This is an optimization exercise on Yosys and OpenROAD, whose aim is small area, a short achievable clock period and few clock cycles per item, not a production implementation. In this exercise RTL edits were held to simulation tests only and were not proved equivalent to the original.

Design range_gen_2d, start of the top module:
module range_gen_2d (
  input  logic         clk,
  input  logic         reset,
  input  logic         start,
  input  logic [W-1:0] x_tag,
  input  logic [W-1:0] y_tag,
  input  logic [W-1:0] x0,
  input  logic [W-1:0] x1,
  input  logic [W-1:0] x2,
  input  logic [W-1:0] x3,
  input  logic [W-1:0] y0,
  input  logic [W-1:0] y1,
  input  logic [W-1:0] y2,
  input  logic [W-1:0] y3,
  output logic         busy,
  output logic         done,
  output logic [W-1:0] r0,
  output logic [W-1:0] r1,
  output logic [W-1:0] r2,
  output logic [W-1:0] r3,
  output logic [3:0]   ovf
);
  localparam int NIT = ROOT_W - 3;    
  logic         idle_q;             
  logic         busy_q, done_q, fin_q;
  logic [2:0]   c_q;                
  logic [3:0]   sel_q;              
  logic [3:0]   ld_q;               
  logic [3:0][3:0] n_q;             
  logic         busy_d, fin_d;
  logic [2:0]   c_d;
  logic [3:0][3:0] n_d;
  logic [W-1:0] tx_q, ty_q;
  logic [3:0][2*W-1:0] a_q;         
  logic [W-1:0] dx_q, dy_q;
  logic [SQ_W-1:0] ra_q, rb_q;
  logic [1:0]   z_q;                
  logic [3:0][REM_W-1:0]  rem_q;
  logic [3:0][ROOT_W-1:0] root_q;
  logic [3:0][W-1:0] r_q;
  logic [3:0]   ovf_q;
  logic [3:0][2*W-1:0] a_in;
  logic [2*W-1:0] a_sel;
  logic [W-1:0] dx, dy;
  logic [SQ_W-1:0] ra, rb, sq;
  logic [1:0]   z;
  logic [2:0][3:0] pre_rem;
  logic [2:0][2:0] pre_root;
  logic [3:0]   rem0;
  logic [2:0]   root0;
  logic [2*W-1:0] rad0;
  logic [3:0]   act;
  logic         last3;
  logic [3:0][REM_W-1:0]  rem_n;
  logic [3:0][ROOT_W-1:0] root_n;
  assign a_in[0] = {x0, y0};
  assign a_in[1] = {x1, y1};
  assign a_in[2] = {x2, y2};
  assign a_in[3] = {x3, y3};
  always_comb begin
    a_sel = '0;
    for (int i = 0; i < 4; i++) begin
  ...
For scale: about 500 flip-flops, about 230 I/O pins, ~34000 sq um of cells after synthesis.
Settings: LEC_CHECK=0, CAP_MARGIN=20, CORE_MARGIN=2, CORE_UTILIZATION=40, SLEW_MARGIN=20; clock period 13.0 ns.
standard.sh (not shown) runs the stock make flow with config.mk's settings and CLKGATE_MAP_FILE= SYNTH_SCRIPT=/design/flow/synth_recipe.tcl, a recipe that flattens the netlist after the stock synthesis.
==> flow/flow/run.sh <==
#!/bin/bash
# The standard layout (standard.sh) with changes to how it is made only:
#  - the port buffers that buffer_ports inserts are plain buf_2 cells.
# Constraints, period and every other setting are the standard flow's own. make's full
# output goes to standard.log here; ORFS's per-step logs stay under orfs/logs.
set -euo pipefail
bash standard.sh SETUP_SLACK_MARGIN=9.5 TNS_END_PERCENT=0 \
  "BUFFER_PORTS_ARGS=-buffer_cell sky130_fd_sc_hd__buf_2" \
  finish > standard.log 2>&1
The baseline ran to the end with no violations.
Testbench counts at the start, summed over its fixed seeds: cycles 9,777, items 512.
==> next run, changes <==
==> flow/flow/run.sh (replaced) <==
#!/bin/bash
# The standard layout (standard.sh) with changes to how it is made only:
#  - the port buffers that buffer_ports inserts are plain buf_2 cells;
#  - clock tree synthesis builds the tree from clkbuf_4/clkbuf_8 cells and
#    adds no dummy loads (ORFS's own CTS arguments otherwise).
# Constraints, period and every other setting are the standard flow's own. make's full
# output goes to standard.log here; ORFS's per-step logs stay under orfs/logs.
set -euo pipefail
bash standard.sh SETUP_SLACK_MARGIN=9.5 TNS_END_PERCENT=0 \
  "BUFFER_PORTS_ARGS=-buffer_cell sky130_fd_sc_hd__buf_2" \
  "CTS_ARGS=-sink_clustering_enable -repair_clock_nets -dont_use_dummy_load -buf_list {sky130_fd_sc_hd__clkbuf_4 sky130_fd_sc_hd__clkbuf_8}" \
  finish > standard.log 2>&1
Outcome: The changed run passed the timing, design-rule and antenna checks; flip-flop and latch count does not change; global-route usage went up by 0.18 points; setup slack improves by 0.050 ns; wire length is about the same; final area is lower by a few percent; via count barely changes; utilization came out lower by 0.93 points; area after synthesis does not change; clock skew grows by 0.084 ns.
==> next run, changes <==
Settings changed: CORE_UTILIZATION 40 to 55, PLACE_DENSITY set to 0.65.
The changed run completed with no timing, DRC or antenna violations.
Synthesized area does not change.
Die area shrinks by 27%.
Register-to-register slack degrades by 0.06 ns.
Synthesized cell count is unchanged.
Global-route usage grows by 7.9 points.
Worst setup slack got worse by 0.058 ns.
Final area went down by 1.3%.
Wire length decreases by 1.3%.
Final cell count came out lower by 7.0%.
Via count climbs by 1.9%.
==> next run, changes <==
--- a/flow/flow/run.sh
+++ b/flow/flow/run.sh
@@ -7,5 +7,5 @@
 # output goes to standard.log here; ORFS's per-step logs stay under orfs/logs.
 set -euo pipefail
-bash standard.sh SETUP_SLACK_MARGIN=9.5 TNS_END_PERCENT=0 \
+bash standard.sh SETUP_SLACK_MARGIN=9.5 TNS_END_PERCENT=10 \
   "BUFFER_PORTS_ARGS=-buffer_cell sky130_fd_sc_hd__buf_2" \
   "CTS_ARGS=-sink_clustering_enable -repair_clock_nets -dont_use_dummy_load -buf_list {sky130_fd_sc_hd__clkbuf_4 sky130_fd_sc_hd__clkbuf_8}" \
Settings changed: CORE_UTILIZATION 55 to 40, PLACE_DENSITY 0.65 to unset.
What happened: Maximum frequency climbs slightly; synthesized cell count does not change; first-iteration DRC count drops by roughly a tenth; worst hold slack got worse by 0.035 ns; global-route usage came out lower by 7.5 points; routed wire length goes up by a few percent.

* * *

range_gen_2d, a different RTL version from the one above (not shown whole).
Size: about 3700 cells after synthesis, about 510 flip-flops, roughly 230 I/O pins.
Design range_gen_2d, start of the top module:
module range_gen_2d (
  input  logic         clk,
  input  logic         reset,
  input  logic         start,
  input  logic [W-1:0] x_tag,
  input  logic [W-1:0] y_tag,
  input  logic [W-1:0] x0,
  input  logic [W-1:0] x1,
  input  logic [W-1:0] x2,
  input  logic [W-1:0] x3,
  input  logic [W-1:0] y0,
  input  logic [W-1:0] y1,
  input  logic [W-1:0] y2,
  input  logic [W-1:0] y3,
  output logic         busy,
  output logic         done,
  output logic [W-1:0] r0,
  output logic [W-1:0] r1,
  output logic [W-1:0] r2,
  output logic [W-1:0] r3,
  output logic [3:0]   ovf
);
==> flow/config.mk <==
export PLATFORM = sky130hd
export DESIGN_NAME = range_gen_2d
export DESIGN_NICKNAME = range_gen_2d
export VERILOG_FILES = /design/flow/design.v
export SDC_FILE = /design/flow/constraint.sdc
export NUM_CORES = 4
export LEC_CHECK = 0
export CAP_MARGIN = 20
export CORE_MARGIN = 2
export CORE_UTILIZATION = 40
export SLEW_MARGIN = 20
==> flow/constraint.sdc <==
create_clock -name core_clock -period 13.0 [get_ports {clk}]
set_input_delay 2.6000 -clock core_clock [delete_from_list [all_inputs] [get_ports {clk}]]
set_output_delay 2.6000 -clock core_clock [all_outputs]
set_load 0.01 [all_outputs]
==> flow/flow/run.sh <==
#!/bin/bash
# The standard layout (standard.sh) with changes to how it is made only:
#  - the port buffers that buffer_ports inserts are plain buf_2 cells;
#  - clock tree synthesis builds the tree from clkbuf_4/clkbuf_8 cells and
#    adds no dummy loads (ORFS's own CTS arguments otherwise).
# Constraints, period and every other setting are the standard flow's own. make's full
# output goes to standard.log here; ORFS's per-step logs stay under orfs/logs.
set -euo pipefail
bash standard.sh SETUP_SLACK_MARGIN=10 TNS_END_PERCENT=0 \
  "BUFFER_PORTS_ARGS=-buffer_cell sky130_fd_sc_hd__buf_2" \
  "CTS_ARGS=-sink_clustering_enable -repair_clock_nets -dont_use_dummy_load -buf_list {sky130_fd_sc_hd__clkbuf_4 sky130_fd_sc_hd__clkbuf_8}" \
  finish > standard.log 2>&1
Testbench counts at the start, summed over its fixed seeds: cycles 9,777, items 512.
Change:
--- a/flow/flow/run.sh
+++ b/flow/flow/run.sh
@@ -3 +3 @@
-#  - the port buffers that buffer_ports inserts are plain buf_2 cells;
+#  - the port buffers that buffer_ports inserts are plain buf_1 cells;
@@ -9,2 +9,2 @@
-bash standard.sh SETUP_SLACK_MARGIN=10 TNS_END_PERCENT=0 \
-  "BUFFER_PORTS_ARGS=-buffer_cell sky130_fd_sc_hd__buf_2" \
+bash standard.sh SETUP_SLACK_MARGIN=9.5 TNS_END_PERCENT=0 \
+  "BUFFER_PORTS_ARGS=-buffer_cell sky130_fd_sc_hd__buf_1" \
The new run finished clean.
Wire length shrinks by 0.98%.
Clock skew increases by 9.7 ps.
Core utilization goes down by 0.40 points.
Cell area falls by 0.90%.
Hold slack degrades by 43 ps.
Change:
--- a/flow/flow/run.sh
+++ b/flow/flow/run.sh
@@ -3 +3 @@
-#  - the port buffers that buffer_ports inserts are plain buf_1 cells;
+#  - the port buffers that buffer_ports inserts are plain buf_2 cells;
@@ -9,2 +9,2 @@
-bash standard.sh SETUP_SLACK_MARGIN=9.5 TNS_END_PERCENT=0 \
-  "BUFFER_PORTS_ARGS=-buffer_cell sky130_fd_sc_hd__buf_1" \
+bash standard.sh SETUP_SLACK_MARGIN=9.5 TNS_END_PERCENT=3 \
+  "BUFFER_PORTS_ARGS=-buffer_cell sky130_fd_sc_hd__buf_2" \
After rerunning: Clock-buffer cell count increases by 1. Critical path depth decreases by 1. Worst setup slack improved by 69 ps.

* * *

range_gen_2d, a different RTL version from the one above (not shown whole).
Size: ~3600 cells after synthesis, roughly 480 flip-flops, about 230 I/O pins.
Design range_gen_2d, start of the top module:
module range_gen_2d (
  input  logic         clk,
  input  logic         reset,
  input  logic         start,
  input  logic [W-1:0] x_tag,
  input  logic [W-1:0] y_tag,
  input  logic [W-1:0] x0,
  input  logic [W-1:0] x1,
  input  logic [W-1:0] x2,
  input  logic [W-1:0] x3,
  input  logic [W-1:0] y0,
  input  logic [W-1:0] y1,
  input  logic [W-1:0] y2,
  input  logic [W-1:0] y3,
  output logic         busy,
  output logic         done,
  output logic [W-1:0] r0,
  output logic [W-1:0] r1,
  output logic [W-1:0] r2,
  output logic [W-1:0] r3,
  output logic [3:0]   ovf
);
make LEC_CHECK=0 CAP_MARGIN=20 CORE_MARGIN=2 CORE_UTILIZATION=40 SLEW_MARGIN=20 finish   # period 13.0 ns
run.sh (not shown) runs the stock make flow with config.mk's settings and CLKGATE_MAP_FILE= SYNTH_SCRIPT=/design/flow/synth_recipe.tcl, a recipe that flattens the netlist after the stock synthesis.
Stock flow here: none of the scripts above is used.
The first run completed without violations.
Testbench counts at the start, summed over its fixed seeds: cycles 10,752, items 512.
Change:
==> flow/flow/run.sh (new file) <==
#!/bin/bash
# The standard layout (standard.sh) with changes to how it is made only:
#  - the port buffers that buffer_ports inserts are plain buf_2 cells.
# Constraints, period and every other setting are the standard flow's own. make's full
# output goes to standard.log here; ORFS's per-step logs stay under orfs/logs.
set -euo pipefail
bash standard.sh SETUP_SLACK_MARGIN=9.5 TNS_END_PERCENT=0 \
  "BUFFER_PORTS_ARGS=-buffer_cell sky130_fd_sc_hd__buf_2" \
  finish > standard.log 2>&1
==> flow/standard.sh (new file) <==
#!/bin/bash
# synth_recipe.tcl (not shown) runs the flow's synth.tcl, then flattens the netlist and writes it again
# the make line also repeats each setting of config.mk as NAME=value (left out here)
make -C /OpenROAD-flow-scripts/flow DESIGN_CONFIG=/design/flow/config.mk WORK_HOME=/design/flow/orfs CLKGATE_MAP_FILE= SYNTH_SCRIPT=/design/flow/synth_recipe.tcl "${@:-finish}"
removed: flow/run.sh
Effect: The new run passed the timing, design-rule and antenna checks. Area after synthesis stays the same. Worst hold slack gets worse by 0.018 ns. Clock skew grows by 0.0051 ns. Die area stays the same. Non-clock buffer count came out higher by 44. Fmax is higher by 19%. Critical path depth rises by 13. Routed wire length rose by about 1.7%.

==> static timing again, ports no longer ideal <==
Ports are ideal in the flow. The routed layouts listed here were re-timed in OpenROAD.
Step 1 (the two cells are an assumption about what drives the block):
set clk [get_ports {clk}]
set_driving_cell -lib_cell sky130_fd_sc_hd__clkbuf_16 $clk
set_driving_cell -lib_cell sky130_fd_sc_hd__buf_2 [delete_from_list [all_inputs] $clk]
Step 2 adds t to the input delays and takes it off the output delays; t is the mean of the earliest and latest rising clock arrival at the registers after step 1. Input paths then give back, and output paths get back, about the clock's delay inside the block.
Three values: ideal, step 1, step 2; two values: the first two.
run	t (ns)	slack for setup (ns)	hold WS [ns]	latest minus earliest clock arrival (ns)
the first run of note 1	0.703	8.895 / 8.895 / 8.895	0.462 / 0.462 / 0.462	0.039 / 0.039
the second run of note 1	0.740	8.945 / 8.945 / 8.945	0.430 / 0.430 / 0.430	0.123 / 0.124
the third run of note 1	0.715	8.887 / 8.887 / 8.887	0.467 / 0.467 / 0.467	0.079 / 0.079
the fourth run of note 1	0.743	8.964 / 8.964 / 8.860	0.431 / 0.431 / 0.431	0.142 / 0.142
the first run of note 2	0.737	9.026 / 9.026 / 9.026	0.448 / 0.448 / 0.448	0.104 / 0.104
the second run of note 2	0.723	9.006 / 9.006 / 8.984	0.405 / 0.405 / 0.405	0.127 / 0.126
the third run of note 2	0.739	9.075 / 9.042 / 9.051	0.448 / 0.448 / 0.448	0.105 / 0.106
the first run of note 3	0.685	8.404 / 8.337 / 8.409	0.482 / 0.482 / 0.482	0.046 / 0.047
the second run of note 3	0.680	9.127 / 9.084 / 9.127	0.463 / 0.463 / 0.463	0.050 / 0.050
After both steps every run listed still meets setup and hold. The setup slack of the fourth run of note 1, which loses most, moves by 0.000 ns with the drivers and by -0.104 ns with both steps. The worst setup slack also covers recovery checks on asynchronous resets.
